This is an optimization exercise on Yosys and OpenROAD, whose aim is small area, a short achievable clock period and few clock cycles, not a production implementation.
The RTL was checked by simulation tests, not by an equivalence proof against the original design.
Power and IR drop assume default switching activity.

==> design.v <==
package gaps_pkg;
  localparam int CELL_W = 6;
  localparam int COST_W = 7;
  localparam int CNT_W  = 7;
  localparam int OPEN_W = COST_W + CELL_W;
  localparam logic FUNC_WRITE  = 1'b0;
  localparam logic FUNC_SEARCH = 1'b1;
  localparam logic [1:0] DIR_COL_INC = 2'd0;
  localparam logic [1:0] DIR_ROW_INC = 2'd1;
  localparam logic [1:0] DIR_COL_DEC = 2'd2;
  localparam logic [1:0] DIR_ROW_DEC = 2'd3;
  typedef enum logic [4:0] {
    ST_IDLE, ST_INIT, ST_SCAN_RD, ST_SCAN_CMP, ST_POP_RD, ST_POP_WR, ST_G_RD, ST_G_LD,
    ST_NB_CHK, ST_NB_WALL, ST_LS_RD, ST_LS_CMP, ST_LS_GRD, ST_LS_GCMP, ST_ADD,
    ST_NB_NEXT, ST_PATH_PUSH, ST_PATH_RD, ST_PATH_NX, ST_EMIT_RD, ST_EMIT_LD,
    ST_EMIT_OUT, ST_NOPATH
  } state_t;
  typedef enum logic [4:0] {
    OP_NONE, OP_ACCEPT, OP_INIT, OP_SCAN_RD, OP_SCAN_CMP, OP_POP_RD, OP_POP_WR,
    OP_G_RD, OP_G_LD, OP_NB_CHK, OP_NB_WALL, OP_LS_RD, OP_LS_NEXT, OP_LS_GRD,
    OP_UPDATE, OP_ADD, OP_NB_NEXT, OP_PUSH, OP_PATH_RD, OP_PATH_NX, OP_EMIT_RD,
    OP_EMIT_LD, OP_EMIT_NEXT, OP_NOPATH_LD
  } op_t;
  typedef struct packed {
    logic wr_item;
    logic in_grid;
    logic scan_end;
    logic is_goal;
    logic nb_out;
    logic blocked;
    logic nb_last;
    logic open_empty;
    logic ls_end;
    logic ls_hit;
    logic improve;
    logic room;
    logic path_done;
    logic emit_last;
  } stat_t;
  typedef struct packed {
    logic       func;
    logic [2:0] cell_row;
    logic [2:0] cell_col;
    logic       blocked;
    logic [2:0] start_row;
    logic [2:0] start_col;
    logic [2:0] goal_row;
    logic [2:0] goal_col;
  } in_item_t;
  function automatic logic [3:0] manhattan(logic [CELL_W-1:0] a, logic [CELL_W-1:0] b);
    logic [2:0] dr;
    logic [2:0] dc;
    dr = (a[5:3] > b[5:3]) ? 3'(a[5:3] - b[5:3]) : 3'(b[5:3] - a[5:3]);
    dc = (a[2:0] > b[2:0]) ? 3'(a[2:0] - b[2:0]) : 3'(b[2:0] - a[2:0]);
    manhattan = {1'b0, dr} + {1'b0, dc};
  endfunction
endpackage
module gaps_ctrl (
  input  logic  clk,
  input  logic  rst_n,
  input  logic  in_valid,
  input  logic  out_ready,
  input  gaps_pkg::stat_t st,
  output gaps_pkg::op_t   op,
  output logic  in_ready,
  output logic  out_valid
);
  gaps_pkg::state_t state_r, state_nxt;
  always_ff @(posedge clk) begin
    if (!rst_n) begin
      state_r <= gaps_pkg::ST_IDLE;
    end else begin
      state_r <= state_nxt;
    end
  end
  always_comb begin
    state_nxt = state_r;
    unique case (state_r)
      gaps_pkg::ST_IDLE: begin
        if (in_valid && !st.wr_item) begin
          state_nxt = st.in_grid ? gaps_pkg::ST_INIT : gaps_pkg::ST_NOPATH;
        end
      end
      gaps_pkg::ST_INIT:     state_nxt = gaps_pkg::ST_SCAN_RD;
      gaps_pkg::ST_SCAN_RD:  state_nxt = gaps_pkg::ST_SCAN_CMP;
      gaps_pkg::ST_SCAN_CMP: state_nxt = st.scan_end ? gaps_pkg::ST_POP_RD : gaps_pkg::ST_SCAN_RD;
      gaps_pkg::ST_POP_RD:   state_nxt = gaps_pkg::ST_POP_WR;
      gaps_pkg::ST_POP_WR:   state_nxt = st.is_goal ? gaps_pkg::ST_PATH_PUSH : gaps_pkg::ST_G_RD;
      gaps_pkg::ST_G_RD:     state_nxt = gaps_pkg::ST_G_LD;
      gaps_pkg::ST_G_LD:     state_nxt = gaps_pkg::ST_NB_CHK;
      gaps_pkg::ST_NB_CHK:   state_nxt = st.nb_out ? gaps_pkg::ST_NB_NEXT : gaps_pkg::ST_NB_WALL;
      gaps_pkg::ST_NB_WALL:  state_nxt = st.blocked ? gaps_pkg::ST_NB_NEXT : gaps_pkg::ST_LS_RD;
      gaps_pkg::ST_LS_RD:    state_nxt = st.ls_end ? gaps_pkg::ST_ADD : gaps_pkg::ST_LS_CMP;
      gaps_pkg::ST_LS_CMP:   state_nxt = st.ls_hit ? gaps_pkg::ST_LS_GRD : gaps_pkg::ST_LS_RD;
      gaps_pkg::ST_LS_GRD:   state_nxt = gaps_pkg::ST_LS_GCMP;
      gaps_pkg::ST_LS_GCMP:  state_nxt = gaps_pkg::ST_NB_NEXT;
      gaps_pkg::ST_ADD:      state_nxt = gaps_pkg::ST_NB_NEXT;
      gaps_pkg::ST_NB_NEXT: begin
        if (!st.nb_last) begin
          state_nxt = gaps_pkg::ST_NB_CHK;
        end else begin
          state_nxt = st.open_empty ? gaps_pkg::ST_NOPATH : gaps_pkg::ST_SCAN_RD;
        end
      end
      gaps_pkg::ST_PATH_PUSH: state_nxt = st.path_done ? gaps_pkg::ST_EMIT_RD : gaps_pkg::ST_PATH_RD;
      gaps_pkg::ST_PATH_RD:   state_nxt = gaps_pkg::ST_PATH_NX;
      gaps_pkg::ST_PATH_NX:   state_nxt = gaps_pkg::ST_PATH_PUSH;
      gaps_pkg::ST_EMIT_RD:   state_nxt = gaps_pkg::ST_EMIT_LD;
      gaps_pkg::ST_EMIT_LD:   state_nxt = gaps_pkg::ST_EMIT_OUT;
      gaps_pkg::ST_EMIT_OUT: begin
        if (out_ready) begin
          state_nxt = st.emit_last ? gaps_pkg::ST_IDLE : gaps_pkg::ST_EMIT_RD;
        end
      end
      gaps_pkg::ST_NOPATH:    state_nxt = gaps_pkg::ST_EMIT_OUT;
      default:      state_nxt = gaps_pkg::ST_IDLE;
    endcase
  end
  always_comb begin
    op        = gaps_pkg::OP_NONE;
    in_ready  = 1'b0;
    out_valid = 1'b0;
    unique case (state_r)
      gaps_pkg::ST_IDLE: begin
        in_ready = 1'b1;
        if (in_valid) begin
          op = gaps_pkg::OP_ACCEPT;
        end
      end
      gaps_pkg::ST_INIT:      op = gaps_pkg::OP_INIT;
      gaps_pkg::ST_SCAN_RD:   op = gaps_pkg::OP_SCAN_RD;
      gaps_pkg::ST_SCAN_CMP:  op = gaps_pkg::OP_SCAN_CMP;
      gaps_pkg::ST_POP_RD:    op = gaps_pkg::OP_POP_RD;
      gaps_pkg::ST_POP_WR:    op = gaps_pkg::OP_POP_WR;
      gaps_pkg::ST_G_RD:      op = gaps_pkg::OP_G_RD;
      gaps_pkg::ST_G_LD:      op = gaps_pkg::OP_G_LD;
      gaps_pkg::ST_NB_CHK:    op = gaps_pkg::OP_NB_CHK;
      gaps_pkg::ST_NB_WALL:   op = gaps_pkg::OP_NB_WALL;
      gaps_pkg::ST_LS_RD:     op = gaps_pkg::OP_LS_RD;
      gaps_pkg::ST_LS_CMP:    op = st.ls_hit ? gaps_pkg::OP_NONE : gaps_pkg::OP_LS_NEXT;
      gaps_pkg::ST_LS_GRD:    op = gaps_pkg::OP_LS_GRD;
      gaps_pkg::ST_LS_GCMP:   op = st.improve ? gaps_pkg::OP_UPDATE : gaps_pkg::OP_NONE;
      gaps_pkg::ST_ADD:       op = st.room ? gaps_pkg::OP_ADD : gaps_pkg::OP_NONE;
      gaps_pkg::ST_NB_NEXT:   op = gaps_pkg::OP_NB_NEXT;
      gaps_pkg::ST_PATH_PUSH: op = gaps_pkg::OP_PUSH;
      gaps_pkg::ST_PATH_RD:   op = gaps_pkg::OP_PATH_RD;
      gaps_pkg::ST_PATH_NX:   op = gaps_pkg::OP_PATH_NX;
      gaps_pkg::ST_EMIT_RD:   op = gaps_pkg::OP_EMIT_RD;
      gaps_pkg::ST_EMIT_LD:   op = gaps_pkg::OP_EMIT_LD;
      gaps_pkg::ST_EMIT_OUT: begin
        out_valid = 1'b1;
        if (out_ready) begin
          op = gaps_pkg::OP_EMIT_NEXT;
        end
      end
      gaps_pkg::ST_NOPATH:    op = gaps_pkg::OP_NOPATH_LD;
      default:      op = gaps_pkg::OP_NONE;
    endcase
  end
endmodule
module gaps_dp #(
  parameter int GRID_SIDE = 8
) (
  input  logic       clk,
  input  logic       rst_n,
  input  gaps_pkg::op_t        op,
  input  gaps_pkg::in_item_t   in_item,
  output gaps_pkg::stat_t      st,
  output logic [2:0] out_row,
  output logic [2:0] out_col,
  output logic       out_found,
  output logic       out_last
);
  localparam logic [3:0]       SIDE  = 4'(GRID_SIDE);
  localparam logic [gaps_pkg::CNT_W-1:0] CELLS = gaps_pkg::CNT_W'(GRID_SIDE * GRID_SIDE);
  logic              wall_mem [64];
  logic [63:0]       wall_vld_r;
  logic              wall_rd_r;
  logic [gaps_pkg::OPEN_W-1:0] open_mem [64];
  logic [gaps_pkg::OPEN_W-1:0] open_rd_r;
  logic [gaps_pkg::COST_W-1:0] g_mem [64];
  logic [gaps_pkg::COST_W-1:0] g_rd_r;
  logic [gaps_pkg::CELL_W-1:0] from_mem [64];
  logic [gaps_pkg::CELL_W-1:0] from_rd_r;
  logic [gaps_pkg::CELL_W-1:0] stack_mem [64];
  logic [gaps_pkg::CELL_W-1:0] stack_rd_r;
  logic [63:0]       closed_r;
  logic [gaps_pkg::CELL_W-1:0] start_r, goal_r, best_cell_r, cur_r, n_r, p_r;
  logic [5:0]        best_idx_r;
  logic [gaps_pkg::COST_W-1:0] best_f_r, gcur_r, ng_r, nf_r;
  logic [gaps_pkg::CNT_W-1:0]  i_r, count_r, j_r, len_r, k_r;
  logic [1:0]        d_r;
  logic [2:0]        out_row_r, out_col_r;
  logic              out_found_r, out_last_r;
  logic [gaps_pkg::CELL_W-1:0] wall_wa;
  logic              wall_we;
  logic [gaps_pkg::CELL_W-1:0] open_wa, open_ra;
  logic [gaps_pkg::OPEN_W-1:0] open_wd;
  logic              open_we;
  logic [gaps_pkg::CELL_W-1:0] g_wa, g_ra;
  logic [gaps_pkg::COST_W-1:0] g_wd;
  logic              g_we;
  logic [gaps_pkg::CELL_W-1:0] from_wa, from_wd;
  logic              from_we;
  logic [gaps_pkg::CELL_W-1:0] stack_ra;
  logic [gaps_pkg::CELL_W-1:0] nb_key;
  logic              nb_out;
  logic [gaps_pkg::COST_W-1:0] ng_c, nf_c;
  logic [gaps_pkg::CNT_W-1:0]  emit_idx;
  assign wall_wa = {in_item.cell_row, in_item.cell_col};
  assign wall_we = (op == gaps_pkg::OP_ACCEPT) && (in_item.func == gaps_pkg::FUNC_WRITE) &&
                   ({1'b0, in_item.cell_row} < SIDE) && ({1'b0, in_item.cell_col} < SIDE);
  always_comb begin
    nb_key = cur_r;
    nb_out = 1'b0;
    unique case (d_r)
      gaps_pkg::DIR_COL_INC: begin
        nb_out = ({1'b0, cur_r[2:0]} + 4'd1) >= SIDE;
        nb_key = {cur_r[5:3], 3'(cur_r[2:0] + 3'd1)};
      end
      gaps_pkg::DIR_ROW_INC: begin
        nb_out = ({1'b0, cur_r[5:3]} + 4'd1) >= SIDE;
        nb_key = {3'(cur_r[5:3] + 3'd1), cur_r[2:0]};
      end
      gaps_pkg::DIR_COL_DEC: begin
        nb_out = cur_r[2:0] == 3'd0;
        nb_key = {cur_r[5:3], 3'(cur_r[2:0] - 3'd1)};
      end
      gaps_pkg::DIR_ROW_DEC: begin
        nb_out = cur_r[5:3] == 3'd0;
        nb_key = {3'(cur_r[5:3] - 3'd1), cur_r[2:0]};
      end
      default: begin
        nb_out = 1'b1;
      end
    endcase
  end
  assign ng_c     = gaps_pkg::COST_W'(gcur_r + 7'd1);
  assign nf_c     = gaps_pkg::COST_W'(ng_c + {3'd0, gaps_pkg::manhattan(n_r, goal_r)});
  assign emit_idx = gaps_pkg::CNT_W'(len_r - 7'd1 - k_r);
  always_comb begin
    open_we = 1'b0;
    open_wa = '0;
    open_wd = '0;
    g_we    = 1'b0;
    g_wa    = n_r;
    g_wd    = ng_r;
    from_we = 1'b0;
    from_wa = n_r;
    from_wd = cur_r;
    unique case (op)
      gaps_pkg::OP_INIT: begin
        open_we = 1'b1;
        open_wd = {3'd0, gaps_pkg::manhattan(start_r, goal_r), start_r};
        g_we    = 1'b1;
        g_wa    = start_r;
        g_wd    = '0;
        from_we = 1'b1;
        from_wa = start_r;
        from_wd = start_r;
      end
      gaps_pkg::OP_POP_WR: begin
        open_we = 1'b1;
        open_wa = best_idx_r;
        open_wd = open_rd_r;
      end
      gaps_pkg::OP_UPDATE, gaps_pkg::OP_ADD: begin
        open_we = 1'b1;
        open_wa = (op == gaps_pkg::OP_ADD) ? count_r[5:0] : j_r[5:0];
        open_wd = {nf_r, n_r};
        g_we    = 1'b1;
        from_we = 1'b1;
      end
      default: begin
        open_we = 1'b0;
      end
    endcase
  end
  always_comb begin
    unique case (op)
      gaps_pkg::OP_POP_RD: open_ra = 6'(count_r - 7'd1);
      gaps_pkg::OP_LS_RD:  open_ra = j_r[5:0];
      default:   open_ra = i_r[5:0];
    endcase
  end
  assign g_ra     = (op == gaps_pkg::OP_G_RD) ? cur_r : n_r;
  assign stack_ra = emit_idx[5:0];
  always_ff @(posedge clk) begin
    if (wall_we) begin
      wall_mem[wall_wa] <= in_item.blocked;
    end
    wall_rd_r <= wall_mem[nb_key] & wall_vld_r[nb_key];
  end
  always_ff @(posedge clk) begin
    if (!rst_n) begin
      wall_vld_r <= '0;
    end else if (wall_we) begin
      wall_vld_r[wall_wa] <= 1'b1;
    end
  end
  always_ff @(posedge clk) begin
    if (open_we) begin
      open_mem[open_wa] <= open_wd;
    end
    open_rd_r <= open_mem[open_ra];
  end
  always_ff @(posedge clk) begin
    if (g_we) begin
      g_mem[g_wa] <= g_wd;
    end
    g_rd_r <= g_mem[g_ra];
  end
  always_ff @(posedge clk) begin
    if (from_we) begin
      from_mem[from_wa] <= from_wd;
    end
    from_rd_r <= from_mem[p_r];
  end
  always_ff @(posedge clk) begin
    if (op == gaps_pkg::OP_PUSH) begin
      stack_mem[len_r[5:0]] <= p_r;
    end
    stack_rd_r <= stack_mem[stack_ra];
  end
  always_ff @(posedge clk) begin
    if (!rst_n) begin
      count_r  <= '0;
      closed_r <= '0;
    end else begin
      unique case (op)
        gaps_pkg::OP_INIT:   begin
          count_r  <= gaps_pkg::CNT_W'(1);
          closed_r <= '0;
        end
        gaps_pkg::OP_POP_WR: count_r <= gaps_pkg::CNT_W'(count_r - 7'd1);
        gaps_pkg::OP_ADD:    count_r <= gaps_pkg::CNT_W'(count_r + 7'd1);
        gaps_pkg::OP_G_RD:   closed_r[cur_r] <= 1'b1;
        default:   count_r <= count_r;
      endcase
    end
  end
  always_ff @(posedge clk) begin
    unique case (op)
      gaps_pkg::OP_ACCEPT: begin
        start_r <= {in_item.start_row, in_item.start_col};
        goal_r  <= {in_item.goal_row, in_item.goal_col};
      end
      gaps_pkg::OP_INIT: i_r <= '0;
      gaps_pkg::OP_SCAN_CMP: begin
        if ((i_r == '0) || (open_rd_r[gaps_pkg::OPEN_W-1:gaps_pkg::CELL_W] < best_f_r)) begin
          best_idx_r  <= i_r[5:0];
          best_f_r    <= open_rd_r[gaps_pkg::OPEN_W-1:gaps_pkg::CELL_W];
          best_cell_r <= open_rd_r[gaps_pkg::CELL_W-1:0];
        end
        i_r <= gaps_pkg::CNT_W'(i_r + 7'd1);
      end
      gaps_pkg::OP_POP_WR: begin
        cur_r <= best_cell_r;
        p_r   <= goal_r;
        len_r <= '0;
      end
      gaps_pkg::OP_G_LD: begin
        gcur_r <= g_rd_r;
        d_r    <= gaps_pkg::DIR_COL_INC;
      end
      gaps_pkg::OP_NB_CHK: n_r <= nb_key;
      gaps_pkg::OP_NB_WALL: begin
        ng_r <= ng_c;
        nf_r <= nf_c;
        j_r  <= '0;
      end
      gaps_pkg::OP_LS_NEXT: j_r <= gaps_pkg::CNT_W'(j_r + 7'd1);
      gaps_pkg::OP_NB_NEXT: begin
        d_r <= 2'(d_r + 2'd1);
        i_r <= '0;
      end
      gaps_pkg::OP_PUSH: begin
        len_r <= gaps_pkg::CNT_W'(len_r + 7'd1);
        k_r   <= '0;
      end
      gaps_pkg::OP_PATH_NX: p_r <= from_rd_r;
      gaps_pkg::OP_EMIT_LD: begin
        out_row_r   <= stack_rd_r[5:3];
        out_col_r   <= stack_rd_r[2:0];
        out_found_r <= 1'b1;
        out_last_r  <= gaps_pkg::CNT_W'(k_r + 7'd1) == len_r;
      end
      gaps_pkg::OP_EMIT_NEXT: k_r <= gaps_pkg::CNT_W'(k_r + 7'd1);
      gaps_pkg::OP_NOPATH_LD: begin
        out_row_r   <= '0;
        out_col_r   <= '0;
        out_found_r <= 1'b0;
        out_last_r  <= 1'b1;
      end
      default: begin
        i_r <= i_r;
      end
    endcase
  end
  assign st.wr_item    = in_item.func == gaps_pkg::FUNC_WRITE;
  assign st.in_grid    = ({1'b0, in_item.start_row} < SIDE) &&
                         ({1'b0, in_item.start_col} < SIDE) &&
                         ({1'b0, in_item.goal_row} < SIDE) &&
                         ({1'b0, in_item.goal_col} < SIDE);
  assign st.scan_end   = gaps_pkg::CNT_W'(i_r + 7'd1) == count_r;
  assign st.is_goal    = best_cell_r == goal_r;
  assign st.nb_out     = nb_out;
  assign st.blocked    = wall_rd_r | closed_r[n_r];
  assign st.nb_last    = d_r == gaps_pkg::DIR_ROW_DEC;
  assign st.open_empty = count_r == '0;
  assign st.ls_end     = j_r == count_r;
  assign st.ls_hit     = open_rd_r[gaps_pkg::CELL_W-1:0] == n_r;
  assign st.improve    = g_rd_r > ng_r;
  assign st.room       = count_r < CELLS;
  assign st.path_done  = (p_r == start_r) || (gaps_pkg::CNT_W'(len_r + 7'd1) >= CELLS);
  assign st.emit_last  = out_last_r;
  assign out_row   = out_row_r;
  assign out_col   = out_col_r;
  assign out_found = out_found_r;
  assign out_last  = out_last_r;
endmodule
module grid_astar_path_search_unit #(
  parameter int GRID_SIDE = 8
) (
  input  logic       clk,
  input  logic       rst_n,
  input  logic       in_valid,
  output logic       in_ready,
  input  logic       in_func,
  input  logic [2:0] in_cell_row,
  input  logic [2:0] in_cell_col,
  input  logic       in_blocked,
  input  logic [2:0] in_start_row,
  input  logic [2:0] in_start_col,
  input  logic [2:0] in_goal_row,
  input  logic [2:0] in_goal_col,
  output logic       out_valid,
  input  logic       out_ready,
  output logic [2:0] out_path_row,
  output logic [2:0] out_path_col,
  output logic       out_found,
  output logic       out_last
);
  gaps_pkg::op_t      op;
  gaps_pkg::stat_t    st;
  gaps_pkg::in_item_t in_item;
  assign in_item = {in_func, in_cell_row, in_cell_col, in_blocked, in_start_row, in_start_col,
                    in_goal_row, in_goal_col};
  gaps_ctrl u_ctrl (
    .clk       (clk),
    .rst_n     (rst_n),
    .in_valid  (in_valid),
    .out_ready (out_ready),
    .st        (st),
    .op        (op),
    .in_ready  (in_ready),
    .out_valid (out_valid)
  );
  gaps_dp #(.GRID_SIDE(GRID_SIDE)) u_dp (
    .clk       (clk),
    .rst_n     (rst_n),
    .op        (op),
    .in_item   (in_item),
    .st        (st),
    .out_row   (out_path_row),
    .out_col   (out_path_col),
    .out_found (out_found),
    .out_last  (out_last)
  );
endmodule
==> run.sh <==
#!/bin/bash
# synth_recipe.tcl (not shown) runs the flow's synth.tcl, then flattens the netlist and writes it again
# the make line also repeats each setting of config.mk as NAME=value (left out here)
make -C /OpenROAD-flow-scripts/flow DESIGN_CONFIG=/design/flow/config.mk WORK_HOME=/design/flow/orfs CLKGATE_MAP_FILE= SYNTH_SCRIPT=/design/flow/synth_recipe.tcl finish
==> config.mk <==
export PLATFORM = sky130hd
export DESIGN_NAME = grid_astar_path_search_unit
export DESIGN_NICKNAME = grid_astar_path_search_unit
export VERILOG_FILES = /design/flow/design.v
export SDC_FILE = /design/flow/constraint.sdc
export NUM_CORES = 4
export LEC_CHECK = 0
export CAP_MARGIN = 20
export CORE_MARGIN = 2
export CORE_UTILIZATION = 40
export SLEW_MARGIN = 20
==> constraint.sdc <==
create_clock -name core_clock -period 8.0 [get_ports {clk}]
set_input_delay 1.6000 -clock core_clock [delete_from_list [all_inputs] [get_ports {clk}]]
set_output_delay 1.6000 -clock core_clock [all_outputs]
set_load 0.01 [all_outputs]
==> flow_metrics.env <==
export IMPL_p_leak_nw=34.9
export IMPL_drive_gt1_frac=0.208
export IMPL_seq_area_frac_synth=0.726
export IMPL_drt_total_wl_mm=240
export IMPL_root_buffer="clkbuf_16"
export IMPL_arrival_ns=6.06
export IMPL_cts_tree="yes"
export IMPL_swShare=0.234
export IMPL_insertion_delay_ns=0.88
export IMPL_cp_num_cells=10
export IMPL_final_nets=5749
export IMPL_worstHoldPathType="flip-flop to flip-flop"
export IMPL_synthesis_area_sq_mm=0.0966
export IMPL_pre_cts_ws_ns=1.53
export IMPL_overflow=0
export IMPL_path_max_fanout=20
export IMPL_p_seq_frac=0.511
export IMPL_syn_area_per_cell_sq_um=17.6
export IMPL_period_minus_slack_ns=5.58
export IMPL_rows=180
export IMPL_synth_distinct_cells=78
export IMPL_start_util=0.402
export IMPL_grt_pass1_wl_mm=351
export IMPL_antenna_found_initial=3
export IMPL_cp_buffers_inverters=2
export IMPL_p_per_area_mw_per_mm2=252
export IMPL_die_area_sq_mm=0.245
export IMPL_drv_cap=0
export IMPL_die_h_microns=495
export IMPL_synth_edf_count=2220
export IMPL_combPwrFrac=0.080
export IMPL_grt_max_degree=147
export IMPL_cp_slowest_cell="nor2_1"
export IMPL_vdd_drop_max_uv=226
export IMPL_dp_cells=8585
export IMPL_internal_power_mw=21.2
export IMPL_r2r_end="u_dp.open_rd_r[6]"
export IMPL_clkPwrFrac=0.409
export IMPL_postCtsSetupRepairBufs=0
export IMPL_rrSetupSlack_ns=2.60
export IMPL_fin_ws_ns=2.42
export IMPL_cp_required_ns=8.48
export IMPL_crit_chain="clkdlybuf4s50_1, nand2b_1, a21boi_1, o21a_1, or4_1, a31oi_4, a22oi_1, buf_4, nand3b_1, nor2_1"
export IMPL_instances_no_fill=9043
export IMPL_grt_usage=0.194
export IMPL_start_kind="primary input"
export IMPL_crit_type="primary input to flip-flop"
export IMPL_finalHoldViolCount=0
export IMPL_synth_area_leaders="edfxtp_1 69%, mux4_2 11%, dfxtp_1 3.6%, mux2i_1 2.0%, nor2_1 1.7%"
export IMPL_final_max_slew_viol_count=0
export IMPL_rsz0062_at_grt="false"
export IMPL_yosys_warnings=2
export IMPL_cpPeakStageDelay_ns=1.08
export IMPL_ys_ff_latch=2393
export IMPL_r2r_cells=8
export IMPL_route_vias_total=51500
export IMPL_max_freq_mhz=179
export IMPL_syn_nets=5594
export IMPL_slew_limit_headroom=0.250
export IMPL_netlist_instances=5490
export IMPL_cts_sinks=2393
export IMPL_finalClockSkew_ns=0.0606
export IMPL_crit_start="out_ready"
export IMPL_cts_hold_buf=0
export IMPL_io_pins=34
export IMPL_endpoint="u_dp.open_mem[20][12]"
export IMPL_synthFlopType="edfxtp_1"
export IMPL_worst_setup_path_end_kind="flip-flop"
export IMPL_async_reset_ff_frac=0
export IMPL_cts_buffers=238
export IMPL_drt_iter0_markers=5764
export IMPL_period_share=0.697
export IMPL_p_sw_mw=6.45
export IMPL_p_total_mw=27.6
export IMPL_final_cell_mix="2220 x edfxtp_1, 456 x mux4_2, 415 x nor2_1"
export IMPL_status="finished clean"
export IMPL_cts_clk_slew_worst_paths_ns=0.06
export IMPL_reg2reg_from="u_ctrl.state_r[2]"
export IMPL_setup_tns_ns=0
export IMPL_coreArea_sq_mm=0.240
export IMPL_setup_viol=0
export IMPL_port_buffers=33
export IMPL_wl_per_cell_microns=26.6
export IMPL_crit_family="simple AND/OR/NAND/NOR gates"
export IMPL_syn_to_final_growth_pct=13.5
export IMPL_gp_congestion=0.874
export IMPL_cts_path_max_buffers=3
export IMPL_worst_pin_slew_ns=1.13
export IMPL_drt_first_pass_iters=6
export IMPL_fp_dieW_microns=495
export IMPL_grt_pass1_vias=50900
export IMPL_synth_largest_area_cell="edfxtp_1"
export IMPL_ant_nets=0
export IMPL_dp_hpwl_mm=147
export IMPL_cts_resized=0
export IMPL_nFillCells=20200
export IMPL_vias_per_cell=5.69
export IMPL_drc_errors=0
export IMPL_htree_levels=4
export IMPL_final_common_cell="edfxtp_1"
export IMPL_post_synth_top_area_fraction=0.690
-- synthesized netlist by cell type (9+ instances only) --
cell type / number
a311o_1: 16
mux2_2: 79
o22ai_1: 66
a31oi_1: 35
and3_1: 51
mux4_2: 456
clkbuf_1: 175
dfxtp_1: 173
nand3_1: 121
ha_1: 64
nor2_1: 443
fa_1: 16
xor2_1: 36
nand2b_1: 14
o211a_1: 9
a211oi_1: 23
a32oi_1: 35
nand2_1: 323
nor2b_1: 26
and2_1: 17
nor4_1: 22
nand3b_1: 14
buf_2: 60
buf_6: 14
a311oi_1: 29
inv_1: 88
edfxtp_1: 2220
a21oi_1: 79
a22oi_1: 76
buf_4: 27
nor3_1: 55
a21o_1: 20
buf_1: 36
o21ai_0: 72
o21a_1: 29
nand4_1: 59
o211ai_1: 57
xnor2_1: 57
mux2i_1: 192
-- cell type report --
cell class	count	area [sq um]	share of cell area
Inverter	91	343	0.00313
Tap cell	3185	3990	0.0363
Multi-Input combinational cell	2694	25200	0.230
Clock buffer	304	6410	0.0585
Sequential cell	2393	70100	0.640
Clock inverter	146	1590	0.0145
Antenna cell	3	7.51	0.0000685
Timing Repair Buffer	227	1920	0.0176
-- per-layer routing --
| layer | global-route usage | up-vias | share of wire |
|---|---|---|---|
| li1 | - | 22200 | - |
| met5 | 0 | - | 0 |
| met4 | 0.0601 | 0 | 0.031 |
| met1 | 0.276 | 26900 | 0.43 |
| met2 | 0.306 | 1974 | 0.47 |
| met3 | 0.0314 | 388 | 0.068 |
-- state kept, by name (all words and copies together), names as in the netlist, 13 cells and up --
register and count:
u_dp.open_mem 832, u_dp.g_mem 448, u_dp.from_mem 384, u_dp.stack_mem 384, u_dp.closed_r 64, u_dp.wall_mem 64, u_dp.wall_vld_r 64, u_dp.open_rd_r 13
-- kinds of logic (layout without fill, tap and decap cells) --
group,count (synthesis),count (layout),synth area share
flops,2393,2393,0.726
compound gates,608,608,0.0442
mux,727,727,0.135
xor+xnor,93,93,0.00843
other cells,0,3,0
fa+ha+maj,80,80,0.0116
buf+inv,403,768,0.0186
simple gates,1186,1186,0.0555
-- worst min-delay path by stage --
stage | startpoint | endpoint | slack, ns | cells past startpoint
after floorplan | u_dp.g_rd_r[0] | u_dp.gcur_r[0] | 0.41 | 0
after global placement | u_dp.wall_vld_r[3] | u_dp.wall_vld_r[3] | 0.44 | 1
after detailed placement | u_dp.wall_vld_r[51] | u_dp.wall_vld_r[51] | 0.45 | 1
after CTS | u_dp.best_cell_r[3] | u_dp.cur_r[3] | 0.44 | 0
after global routing | u_dp.best_cell_r[2] | u_dp.cur_r[2] | 0.44 | 0
final | u_dp.best_cell_r[2] | u_dp.cur_r[2] | 0.43 | 0
-- power groups by stage --
stage	Combinational, mW	Sequential (mW)	Clock (mW)
global placement	2.17	14.4	0
finish	2.22	14.1	11.3
floorplan	1.41	14.3	0
CTS	2.22	14.1	11.5
global route	2.38	14.1	12.0
detailed placement	2.21	14.4	0
-- worst register-to-register path: stages, from the launching register on --
cell and delay [ns]:
dfxtp_1 0.93, or4b_4 0.61, o221ai_2 0.61, and2_4 0.90, buf_12 0.48, mux2_2 0.50
o211ai_1 0.35, nand4_1 0.44, a311oi_1 0.43
-- through the flow --
step | utilization | cell area, sq um | hold WS [ns]
3_3_place_gp | 0.422 | 101000 | 0.440
3_5_place_dp | 0.422 | 101000 | 0.446
6_report | 0.456 | 110000 | 0.433
2_1_floorplan | - | 96600 | 0.408
4_1_cts | 0.456 | 109000 | 0.435
5_1_grt | 0.456 | 110000 | 0.438
Testbench counts, summed over its fixed seeds: cycles 227,777.

## static timing again, ports no longer ideal
No port has a modelled driver above. Below, the same layout with a new extraction and two added sets of constraints.
Step 1 sets driving cells, clkbuf_16 on the clock port and buf_2 on the other inputs (assumed; they add their load-dependent delay and slew).
Step 2 adds t to the input delays and takes it off the output delays; t is the mean of the earliest and latest rising clock arrival at the registers after step 1. Input paths then give back, and output paths get back, about the clock's delay inside the block.
a / b / c = ideal ports / drivers / drivers and shift; a / b = the first two.
shift t [ns]: 0.939
slack for setup (ns): 2.424 / 2.447 / 1.508
slew at the worst register clock pin (ns): 0.07 / 0.07
After both steps setup and hold are still met in this run. The setup slack of this run moves by +0.023 ns with the drivers and by -0.916 ns with both steps.
